Context: an optimization exercise on an open-source flow, tuned for a short achievable clock period and few clock cycles. The choices shown serve that exercise and are no tape-out recipe. The RTL was checked by simulation tests, not by an equivalence proof against the original design. No activity file was given, so power comes from the tool's default toggle rates.

**flow/config.mk**
```make
export PLATFORM = sky130hd
export DESIGN_NAME = mc_core
export DESIGN_NICKNAME = mc_core
export VERILOG_FILES = /design/flow/design.v
export SDC_FILE = /design/flow/constraint.sdc
export NUM_CORES = 4
export LEC_CHECK = 0
export CAP_MARGIN = 20
export CORE_MARGIN = 2
export CORE_UTILIZATION = 40
export SLEW_MARGIN = 20
```
**flow/constraint.sdc**
```tcl
create_clock -name core_clock -period 10.0 [get_ports {clk}]
set_input_delay 2.0000 -clock core_clock [delete_from_list [all_inputs] [get_ports {clk}]]
set_output_delay 2.0000 -clock core_clock [all_outputs]
set_load 0.01 [all_outputs]
```
**flow/design.v**
```verilog
`default_nettype none
package mc_pkg;
    localparam int c_XLEN = 32;
    localparam logic [5:0] c_OP_RTYPE = 6'h00;
    localparam logic [5:0] c_OP_J     = 6'h02;
    localparam logic [5:0] c_OP_BEQ   = 6'h04;
    localparam logic [5:0] c_OP_BNE   = 6'h05;
    localparam logic [5:0] c_OP_ADDI  = 6'h08;
    localparam logic [5:0] c_OP_LW    = 6'h23;
    localparam logic [5:0] c_OP_SW    = 6'h2B;
    localparam logic [5:0] c_FN_SLL = 6'h00;
    localparam logic [5:0] c_FN_ADD = 6'h20;
    localparam logic [5:0] c_FN_SUB = 6'h22;
    localparam logic [5:0] c_FN_AND = 6'h24;
    localparam logic [5:0] c_FN_OR  = 6'h25;
    localparam logic [5:0] c_FN_SLT = 6'h2A;
    localparam logic [3:0] c_ALU_ADD = 4'd0;
    localparam logic [3:0] c_ALU_SUB = 4'd1;
    localparam logic [3:0] c_ALU_AND = 4'd2;
    localparam logic [3:0] c_ALU_OR  = 4'd3;
    localparam logic [3:0] c_ALU_SLT = 4'd4;
    localparam logic [3:0] c_ALU_SLL = 4'd5;
    typedef enum logic [2:0] {
        S_FETCH  = 3'd0,
        S_DECODE = 3'd1,
        S_EXEC   = 3'd2,
        S_MEM    = 3'd3,
        S_WB     = 3'd4,
        S_HALT   = 3'd5
    } state_e;
    function automatic logic [c_XLEN-1:0] signExt(input logic [15:0] imm);
        signExt = {{16{imm[15]}}, imm};
    endfunction
    function automatic logic [3:0] functToAlu(input logic [5:0] funct);
        case (funct)
            c_FN_SUB: functToAlu = c_ALU_SUB;
            c_FN_AND: functToAlu = c_ALU_AND;
            c_FN_OR:  functToAlu = c_ALU_OR;
            c_FN_SLT: functToAlu = c_ALU_SLT;
            c_FN_SLL: functToAlu = c_ALU_SLL;
            default:  functToAlu = c_ALU_ADD;
        endcase
    endfunction
    function automatic logic isLegal(input logic [5:0] op, input logic [5:0] funct);
        case (op)
            c_OP_RTYPE: begin
                case (funct)
                    c_FN_SLL, c_FN_ADD, c_FN_SUB,
                    c_FN_AND, c_FN_OR, c_FN_SLT: isLegal = 1'b1;
                    default:                    isLegal = 1'b0;
                endcase
            end
            c_OP_J, c_OP_BEQ, c_OP_BNE,
            c_OP_ADDI, c_OP_LW, c_OP_SW: isLegal = 1'b1;
            default:                     isLegal = 1'b0;
        endcase
    endfunction
endpackage
`default_nettype wire
`default_nettype none
import mc_pkg::*;
module mc_regfile
(
    input  logic              clk,
    input  logic [4:0]        i_rdAddrA,
    output logic [c_XLEN-1:0] o_rdDataA,
    input  logic [4:0]        i_rdAddrB,
    output logic [c_XLEN-1:0] o_rdDataB,
    input  logic              i_we,
    input  logic [4:0]        i_wrAddr,
    input  logic [c_XLEN-1:0] i_wrData
);
    logic [c_XLEN-1:0] r_regs [0:31];
    always_ff @(posedge clk) begin
        if (i_we && (i_wrAddr != 5'd0)) begin
            r_regs[i_wrAddr] <= i_wrData;
        end
    end
    assign o_rdDataA = (i_rdAddrA == 5'd0) ? '0 : r_regs[i_rdAddrA];
    assign o_rdDataB = (i_rdAddrB == 5'd0) ? '0 : r_regs[i_rdAddrB];
endmodule
`default_nettype wire
`default_nettype none
import mc_pkg::*;
module mc_core
#(
    parameter logic [31:0] RESET_PC = 32'h0000_0000
) (
    input  logic              clk,
    input  logic              reset,
    output logic              mem_req,
    output logic              mem_we,
    output logic [c_XLEN-1:0] mem_addr,
    output logic [c_XLEN-1:0] mem_wdata,
    input  logic [c_XLEN-1:0] mem_rdata,
    input  logic              mem_ack,
    output logic              retire,
    output logic              halted,
    output logic [c_XLEN-1:0] dbg_pc
);
    localparam int IB  = 6;              
    localparam int NC  = 1 << IB;        
    localparam int TB  = 12 - IB;        
    localparam int WIN = 16;             
    logic        r_memReq, r_memWe, r_kindData;
    logic [31:0] r_memAddr, r_memWdata;
    logic        f_valid, f_fresh;
    logic [31:0] f_addr, f_data;
    logic [31:0] c_data [0:NC-1];
    logic [TB-1:0] c_tag [0:NC-1];
    logic        c_pt   [0:NC-1];
    logic [11:0] c_ptgt [0:NC-1];
    logic [NC-1:0] c_valid;
    logic [31:0] r_fpc, r_pf;
    logic        r_stop;
    logic        d_valid, d_predT;
    logic [31:0] d_ir, d_pc;
    logic        x_valid, x_predT;
    logic [31:0] x_a, x_b, x_opb, x_pc4, x_tgt;
    logic [4:0]  x_rd, x_shamt;
    logic        x_isLoad, x_isStore, x_isBeq, x_isBne, x_isJ, x_illegal;
    logic        x_add, x_sub, x_and, x_or, x_slt, x_sll;
    logic        m_valid, m_isLoad, m_isMem, m_illegal;
    logic [4:0]  m_rd;
    logic [31:0] m_val, m_npc;
    logic        w_valid, w_illegal;
    logic [4:0]  w_rd;
    logic [31:0] w_val, w_npc;
    logic        r_halted;
    logic [31:0] r_dbgpc;
    logic [5:0]  f_op;
    logic        f_isB, f_isJ, f_inRange, f_predT, f_sIn, f_jIn;
    logic [17:0] f_sum;
    logic [11:0] f_ptgt;
    assign f_op      = f_data[31:26];
    assign f_isB     = (f_op == c_OP_BEQ) || (f_op == c_OP_BNE);
    assign f_isJ     = (f_op == c_OP_J);
    assign f_inRange = (f_addr[31:14] == 18'd0);
    assign f_sum     = {6'd0, f_addr[13:2]} + 18'd1 + {{2{f_data[15]}}, f_data[15:0]};
    assign f_sIn     = (f_sum[17:12] == 6'd0);
    assign f_jIn     = (f_data[25:12] == 14'd0);
    always_comb begin
        f_predT = 1'b0;
        if (f_isJ)
            f_predT = f_jIn;
        else if (f_op == c_OP_BEQ)
            f_predT = f_sIn && ((f_data[25:21] == f_data[20:16]) || f_data[15]);
        else if (f_op == c_OP_BNE)
            f_predT = f_sIn && (f_data[25:21] != f_data[20:16]);
    end
    assign f_ptgt = f_isJ ? f_data[11:0] : f_sum[11:0];
    logic [IB-1:0] fIdx;
    logic          fInRange, cHit, fHitF, fHit, fPredT;
    logic [31:0]   fInstr, fNext;
    logic [11:0]   fPtgt;
    assign fIdx     = r_fpc[IB+1:2];
    assign fInRange = (r_fpc[31:14] == 18'd0);
    assign cHit     = c_valid[fIdx] && (c_tag[fIdx] == r_fpc[13:IB+2]) && fInRange;
    assign fHitF    = f_valid && (f_addr == r_fpc);
    assign fHit     = !r_stop && (cHit || fHitF);
    assign fInstr   = cHit ? c_data[fIdx] : f_data;
    assign fPredT   = cHit ? c_pt[fIdx]   : f_predT;
    assign fPtgt    = cHit ? c_ptgt[fIdx] : f_ptgt;
    assign fNext    = fPredT ? {18'd0, fPtgt, 2'b00} : (r_fpc + 32'd4);
    logic [5:0]  d_op, d_fn;
    logic [4:0]  d_rs, d_rt, d_rdR, d_dst;
    logic [31:0] d_imm, d_rfA, d_rfB, d_A, d_B, d_pc4;
    logic        d_legal, d_isR, d_isAddi, d_isLw, d_isSw, d_isBeq, d_isBne, d_isJ;
    logic        d_useRs, d_useRt, d_loadUse;
    assign d_op     = d_ir[31:26];
    assign d_fn     = d_ir[5:0];
    assign d_rs     = d_ir[25:21];
    assign d_rt     = d_ir[20:16];
    assign d_rdR    = d_ir[15:11];
    assign d_imm    = mc_pkg::signExt(d_ir[15:0]);
    assign d_legal  = mc_pkg::isLegal(d_op, d_fn);
    assign d_isR    = (d_op == c_OP_RTYPE);
    assign d_isAddi = (d_op == c_OP_ADDI);
    assign d_isLw   = (d_op == c_OP_LW);
    assign d_isSw   = (d_op == c_OP_SW);
    assign d_isBeq  = (d_op == c_OP_BEQ);
    assign d_isBne  = (d_op == c_OP_BNE);
    assign d_isJ    = (d_op == c_OP_J);
    assign d_dst    = !d_legal ? 5'd0 :
                      d_isR ? d_rdR :
                      (d_isAddi || d_isLw) ? d_rt : 5'd0;
    assign d_useRs  = (d_isR && (d_fn != c_FN_SLL)) || d_isAddi || d_isLw || d_isSw ||
                      d_isBeq || d_isBne;
    assign d_useRt  = d_isR || d_isSw || d_isBeq || d_isBne;
    assign d_loadUse = x_valid && x_isLoad && (x_rd != 5'd0) &&
                       ((d_useRs && (d_rs == x_rd)) || (d_useRt && (d_rt == x_rd)));
    assign d_pc4    = d_pc + 32'd4;
    mc_regfile u_regfile (
        .clk       (clk),
        .i_rdAddrA (d_rs),
        .o_rdDataA (d_rfA),
        .i_rdAddrB (d_rt),
        .o_rdDataB (d_rfB),
        .i_we      (w_valid),
        .i_wrAddr  (w_rd),
        .i_wrData  (w_val)
    );
    logic [31:0] x_result;
    logic [31:0] m_fwd;
    assign m_fwd = m_isLoad ? mem_rdata : m_val;
    always_comb begin
        if (d_rs == 5'd0)                       d_A = '0;
        else if (x_valid && (x_rd == d_rs))     d_A = x_result;
        else if (m_valid && (m_rd == d_rs))     d_A = m_fwd;
        else if (w_valid && (w_rd == d_rs))     d_A = w_val;
        else                                    d_A = d_rfA;
    end
    always_comb begin
        if (d_rt == 5'd0)                       d_B = '0;
        else if (x_valid && (x_rd == d_rt))     d_B = x_result;
        else if (m_valid && (m_rd == d_rt))     d_B = m_fwd;
        else if (w_valid && (w_rd == d_rt))     d_B = w_val;
        else                                    d_B = d_rfB;
    end
    logic [31:0] x_sum, x_diff, x_npc;
    logic        x_eq, x_lt, x_taken, x_isBr, x_mispredict, x_isMem;
    assign x_sum  = x_a + x_opb;
    assign x_diff = x_a - x_opb;
    assign x_lt   = (x_a[31] != x_opb[31]) ? x_a[31] : x_diff[31];
    always_comb begin
        x_result = x_sum;
        if (x_sub) x_result = x_diff;
        if (x_and) x_result = x_a & x_opb;
        if (x_or)  x_result = x_a | x_opb;
        if (x_slt) x_result = {31'd0, x_lt};
        if (x_sll) x_result = x_b << x_shamt;
    end
    assign x_eq      = (x_a == x_b);
    assign x_isBr    = x_isBeq || x_isBne;
    assign x_taken   = x_isJ || (x_isBeq && x_eq) || (x_isBne && !x_eq);
    assign x_npc     = x_taken ? x_tgt : x_pc4;
    assign x_mispredict = x_valid && (x_isJ || x_isBr) && (x_taken != x_predT);
    assign x_isMem   = x_isLoad || x_isStore;
    logic portFree, stallM, stallX, stallD, xAdv, dAdv, fAdv, xIssueMem, flush;
    assign portFree  = !r_memReq || mem_ack;
    assign stallM    = m_valid && m_isMem && !mem_ack;
    assign stallX    = stallM || (x_valid && x_isMem && !portFree);
    assign xAdv      = !stallX;                        
    assign xIssueMem = x_valid && x_isMem && !stallM && portFree;
    assign flush     = xAdv && x_valid && (x_mispredict || x_illegal);
    assign stallD    = stallX || d_loadUse;
    assign dAdv      = !stallD;                        
    assign fAdv      = fHit && (!d_valid || dAdv) && !flush;
    logic          inflightF, needFetch, pfInRange, pfBehind, pfWin, pfCached, pfOK;
    logic [12:0]   pfDiff;
    logic [IB-1:0] pfIdx;
    assign inflightF = r_memReq && !r_kindData && (r_memAddr == r_fpc);
    assign needFetch = !r_stop && !cHit && !fHitF && !inflightF;
    assign pfInRange = (r_pf[31:14] == 18'd0);
    assign pfDiff    = r_pf[14:2] - r_fpc[14:2];
    assign pfBehind  = pfDiff[12];
    assign pfWin     = (pfDiff < 13'(WIN));
    assign pfIdx     = r_pf[IB+1:2];
    assign pfCached  = c_valid[pfIdx] && (c_tag[pfIdx] == r_pf[13:IB+2]);
    assign pfOK      = !r_stop && fInRange && pfInRange && pfWin;
    always_ff @(posedge clk) begin
        if (reset) begin
            r_memReq   <= 1'b0;
            r_memWe    <= 1'b0;
            r_kindData <= 1'b0;
            r_memAddr  <= '0;
            r_memWdata <= '0;
            r_pf       <= RESET_PC;
        end else begin
            if (portFree) begin
                if (xIssueMem) begin
                    r_memReq   <= 1'b1;
                    r_memWe    <= x_isStore;
                    r_kindData <= 1'b1;
                    r_memAddr  <= x_sum;
                    r_memWdata <= x_b;
                end else if (needFetch) begin
                    r_memReq   <= 1'b1;
                    r_memWe    <= 1'b0;
                    r_kindData <= 1'b0;
                    r_memAddr  <= r_fpc;
                end else if (pfOK && !pfCached) begin
                    r_memReq   <= 1'b1;
                    r_memWe    <= 1'b0;
                    r_kindData <= 1'b0;
                    r_memAddr  <= r_pf;
                end else begin
                    r_memReq   <= 1'b0;
                    r_memWe    <= 1'b0;
                end
            end
            if (portFree && !xIssueMem && needFetch)
                r_pf <= r_fpc + 32'd4;
            else if (fInRange && pfInRange && pfBehind)
                r_pf <= r_fpc;
            else if (pfOK && (pfCached || (portFree && !xIssueMem && !needFetch)))
                r_pf <= r_pf + 32'd4;
        end
    end
    always_ff @(posedge clk) begin
        if (reset) begin
            f_valid <= 1'b0;
            f_fresh <= 1'b0;
        end else begin
            f_fresh <= 1'b0;
            if (r_memReq && !r_kindData && mem_ack) begin
                f_valid <= 1'b1;
                f_fresh <= 1'b1;
                f_addr  <= r_memAddr;
                f_data  <= mem_rdata;
            end else if (fAdv && fHitF && !cHit && !fInRange) begin
                f_valid <= 1'b0;             
            end
        end
    end
    always_ff @(posedge clk) begin
        if (f_fresh && f_inRange) begin
            c_data[f_addr[IB+1:2]] <= f_data;
            c_tag[f_addr[IB+1:2]]  <= f_addr[13:IB+2];
            c_pt[f_addr[IB+1:2]]   <= f_predT;
            c_ptgt[f_addr[IB+1:2]] <= f_ptgt;
        end
    end
    always_ff @(posedge clk) begin
        if (reset)
            c_valid <= '0;
        else if (f_fresh && f_inRange)
            c_valid[f_addr[IB+1:2]] <= 1'b1;
    end
    always_ff @(posedge clk) begin
        if (reset) begin
            r_fpc   <= RESET_PC;
            r_stop  <= 1'b0;
            d_valid <= 1'b0;
        end else begin
            if (flush) begin
                r_fpc   <= x_npc;
                d_valid <= 1'b0;
                if (x_illegal) r_stop <= 1'b1;
            end else if (fAdv) begin
                r_fpc   <= fNext;
                d_valid <= 1'b1;
                d_ir    <= fInstr;
                d_pc    <= r_fpc;
                d_predT <= fPredT;
            end else if (dAdv) begin
                d_valid <= 1'b0;
            end
        end
    end
    always_ff @(posedge clk) begin
        if (reset) begin
            x_valid <= 1'b0;
        end else if (xAdv) begin
            x_valid <= d_valid && !stallD && !flush;
            x_predT   <= d_predT;
            x_a       <= d_A;
            x_b       <= d_B;
            x_opb     <= d_isR ? d_B : d_imm;
            x_pc4     <= d_pc4;
            x_tgt     <= d_isJ ? {d_pc4[31:28], d_ir[25:0], 2'b00} : (d_pc4 + {d_imm[29:0], 2'b00});
            x_rd      <= d_dst;
            x_shamt   <= d_ir[10:6];
            x_isLoad  <= d_legal && d_isLw;
            x_isStore <= d_legal && d_isSw;
            x_isBeq   <= d_legal && d_isBeq;
            x_isBne   <= d_legal && d_isBne;
            x_isJ     <= d_legal && d_isJ;
            x_illegal <= !d_legal;
            x_add     <= 1'b0;
            x_sub     <= d_isR && (d_fn == c_FN_SUB);
            x_and     <= d_isR && (d_fn == c_FN_AND);
            x_or      <= d_isR && (d_fn == c_FN_OR);
            x_slt     <= d_isR && (d_fn == c_FN_SLT);
            x_sll     <= d_isR && (d_fn == c_FN_SLL);
        end
    end
    always_ff @(posedge clk) begin
        if (reset) begin
            m_valid <= 1'b0;
        end else if (!stallM) begin
            m_valid   <= x_valid && xAdv;
            m_isLoad  <= x_isLoad;
            m_isMem   <= x_isMem;
            m_illegal <= x_illegal;
            m_rd      <= x_isLoad ? x_rd : (x_isMem ? 5'd0 : x_rd);
            m_val     <= x_result;
            m_npc     <= x_npc;
        end
    end
    always_ff @(posedge clk) begin
        if (reset) begin
            w_valid   <= 1'b0;
            w_illegal <= 1'b0;
            r_halted  <= 1'b0;
            r_dbgpc   <= RESET_PC;
        end else begin
            if (w_valid && w_illegal) begin
                if (!r_memReq || mem_ack) r_halted <= 1'b1;
            end else begin
                w_valid   <= m_valid && !stallM;
                w_illegal <= m_illegal;
                w_rd      <= m_illegal ? 5'd0 : m_rd;
                w_val     <= m_fwd;
                w_npc     <= m_npc;
            end
            if (w_valid) r_dbgpc <= w_npc;
        end
    end
    assign mem_req   = r_memReq;
    assign mem_we    = r_memWe;
    assign mem_addr  = r_memAddr;
    assign mem_wdata = r_memWdata;
    assign retire    = w_valid && !w_illegal;
    assign halted    = r_halted;
    assign dbg_pc    = r_dbgpc;
endmodule
`default_nettype wire
```
**flow/run.sh**
```bash
#!/bin/bash
# synth_recipe.tcl (not shown) runs the flow's synth.tcl, then flattens the netlist and writes it again
# the make line also repeats each setting of config.mk as NAME=value (left out here)
make -C /OpenROAD-flow-scripts/flow DESIGN_CONFIG=/design/flow/config.mk WORK_HOME=/design/flow/orfs CLKGATE_MAP_FILE= SYNTH_SCRIPT=/design/flow/synth_recipe.tcl finish
```
==> summary.txt <==
* Die height at 739.3 microns
* Worst setup SP type: flip-flop
* Setup WS post-layout at 3183 ps
* MaxCap Viol Count at 0
* CP Data Required Time at 11000 ps
* Synthesized cell area at 216300 sq um
* Clock Skew at 117.2 ps
* Peak supply drop at 190.7 uV
* Placed instance count at 18490
* GRT Residual Overflow at 0
* WS Path Type: reg2reg
* Worst-Skew Late Latency at 1110 ps
* Via count at 123300
* DRT iter0 DRCs at 18620
* First-pass GRT wire length at 972800 microns
* CP Max Fanout at 38
* Final Core Density at 45.36%
* Vias in the first global route at 121600
* Setup TNS at 0 ps
* CTS Buffer Depth at 4
* WL final at 705400 microns
* RePlAce Congestion at 0.9535
* Hold Fails Final Rpt at 0
* IO Port Bufs at 134
* Area grow syn2layout at 13.14%
* Total CTS buffers at 526
* Top FF cell, synth: edfxtp_1
* Synthesis-stage register bit count at 4998
* Status: no timing/DRC/antenna violations
* Rel. slew slack at 16.90%
* Synth unique cells at 99
* Register area share after synthesis at 68.20%
* Commonest non-fill, non-tap cells in the layout: edfxtp_1 (4740), mux4_2 (1769), clkbuf_16 (543), nor2_1 (514), nand2_1 (415)
* Setup crit end kind: flip-flop
* H-tree depth at 6
* Dpl hpwl at 412400 microns
* PostCTS Resize Cnt at 0
* Slew @ Worst Pin at 1242 ps
* Setup bufs post-CTS at 0
* Mapped Avg Cell Area at 18.81 sq um
* Die W at 739.3 microns
* Fill cells at 45370
* Pwr dens at 186.5 nW/um^2
* Worst hold slack at 417.1 ps
* Max-slew violations at 0
* Cells after Synth at 11500
* Most common cell after layout, fill and taps aside: edfxtp_1
* FMAX at 146.7 MHz
* Hold Buf Count CTS at 0
* Pwr Total at 45.65 mW
* Total track usage at 25.23%
* Avg WL per Cell at 36.24 microns
* Unrepaired setup endpoints after global routing: false
* Yosys warns at 2
* 1st-pass router iterations at 5
* Antenna violations before repair at 48
* Share of cells above drive strength 1 at 26.23%
* P_leak at 75.80 nW
* Type of the worst min-delay path: reg2reg
* Fin area at 244700 sq um
* # nets final at 12030
* Fin crit period at 6817 ps
* Num Clock Sinks at 4998
* Pre-CTS WS at 2991 ps
* Core ar. at 539500 sq um
* DP Area at 227700 sq um
* Ports at 135
* Arrival time worst endpoint at 7810 ps
* Drt via density at 6.336
* CTS clk-pin slew, worst paths at 60 ps
* # setup viols final at 0
* CTS root buf: clkbuf_16
* TritonCTS clock tree: done
* Post-route DRC at 0
* Fin crit share at 68.17%
* ANT nets after route at 0
* Initial core utilization at 40.09%
* FFs w/ async S/R, synth at 0%
* Die footprint at 546600 sq um
* # rows at 270
* Largest net degree at the start of global routing at 145
* Number of flops mapped to enable cells by yosys at 4740
* Non-filler cells, final at 19460
critical path: stages, from the launching register on:
cell      delay, ps
edfxtp_1        700
nand3_1         870
nor2_1          390
nand2_1         120
xnor2_1         180
ha_1            380
and3_1          230
a221o_1         300
a21o_1          180
o21ai_0         250
a21oi_1         120
a2bb2o_1        290
a41oi_1         690
mux2_2          880
and2b_1         590
nand3b_1        150
a311oi_1        310
cell families (layout without fill, tap and decap cells):
kind of cell,after synthesis,count (layout),share of synthesized area (%)
compound gates,1175,1175,3.598
flops,4998,4998,68.20
simple gates,1698,1698,3.688
mux,2225,2225,20.61
buf+inv,947,1651,1.749
fa+ha+maj,164,164,0.9661
xor+xnor,293,293,1.187
other cells,1,52,0.001734
cell usage after synthesis, types with 30 or more instances:
cell / count / area [sq um]
a21o_1: 50 / 375.4
buf_2: 111 / 555.5
nor2_1: 612 / 2297
nand3_1: 110 / 550.5
nor4_1: 45 / 281.5
ha_1: 159 / 1989
buf_1: 151 / 566.8
nor3_1: 104 / 520.5
mux4_2: 1769 / 39840
nand4_1: 55 / 344.1
xnor2_1: 184 / 1612
a22oi_1: 82 / 615.6
nor2b_1: 64 / 400.4
o21ai_0: 176 / 880.8
a22o_1: 41 / 359.1
inv_1: 191 / 716.9
edfxtp_1: 4740 / 142300
and2_1: 48 / 300.3
mux2i_1: 314 / 3143
o211ai_1: 47 / 352.8
clkbuf_1: 467 / 1753
and3_1: 59 / 369.1
o21a_1: 30 / 225.2
xor2_1: 109 / 954.7
dfxtp_1: 258 / 5165
nand2_1: 415 / 1558
a21oi_1: 367 / 1837
a31oi_1: 34 / 212.7
a211oi_1: 83 / 623.1
or3_1: 33 / 206.5
nand2b_1: 41 / 256.5
mux2_2: 142 / 1599
per-layer routing:
| metal | up-vias | share of wire (%) | GRT usage (%) | wire length [microns] |
|---|---|---|---|---|
| li1 | 48120 | - | - | - |
| met1 | 66370 | 39 | 35.14 | 275200 |
| met2 | 7423 | 46 | 39.45 | 325200 |
| met3 | 1403 | 11 | 5.202 | 74700 |
| met4 | 14 | 4.3 | 9.244 | 30140 |
| met5 | - | 0.015 | 0 | 103 |
state kept, by name (all words and copies together) (netlist names), 64 cells and up, named ones only:
name and flops:
c_valid 64, c_tag 384, c_data 2048, c_ptgt 768
u_regfile.r_regs 1024, c_pt 64
final timing paths:
check / startpoint / endpoint / slack (ps) / depth (start not counted)
hold reg to reg: m_npc[21] / w_npc[21] / 420 / 0
hold / removal: m_npc[21] / w_npc[21] / 420 / 0
setup reg to reg: f_addr[2] / r_fpc[21] / 3180 / 16
setup / recovery: f_addr[2] / r_fpc[21] / 3180 / 16
where the power goes:
group / switching (mW) / internal, mW / total, mW
Clock: 8.26 / 10.9 / 19.2
Combinational: 1.92 / 0.808 / 2.72
Sequential: 0.293 / 23.4 / 23.7
final cells by class:
type                       count  area [sq um]  area share (%)
clock inverter               271          2549           1.042
antenna                       20         50.05         0.02045
clock buffer                 660         14120           5.771
sequential                  4998        147600           60.31
timing repair buffer         521          4611           1.884
tap                         7208          9019           3.686
multi-input combinational   5587         66030           26.98
inverter                     199         753.2          0.3078
Testbench counts, summed over its fixed seeds: cycles 15,112.

afterwards: timing with drivers on the ports:
The flow's constraints put no driver on any port. The routed layout listed below was extracted and timed again, unchanged, in two steps. Step 1 assumes that a clkbuf_16 drives the clock port and a buf_2 every other input. Step 2 moves the port delays by t, midway between the first and last clock arrival at a register: inputs arrive t later, outputs are due t later. That takes back most of the time a late clock gives input paths. Three values: no drivers, after step 1, after step 2; two values: the first two.
t (ns): 1.161
setup WS [ns]: 3.183 / 3.183 / 3.183
worst setup path at the end: register to register
worst register clock-pin slew, ns: 0.07 / 0.07
worst data-port slew with drivers (ns): 0.15
After both steps setup and hold are still met in this run. For this run, drivers alone change the setup slack by 0.000 ns; drivers and shift together by 0.000 ns.
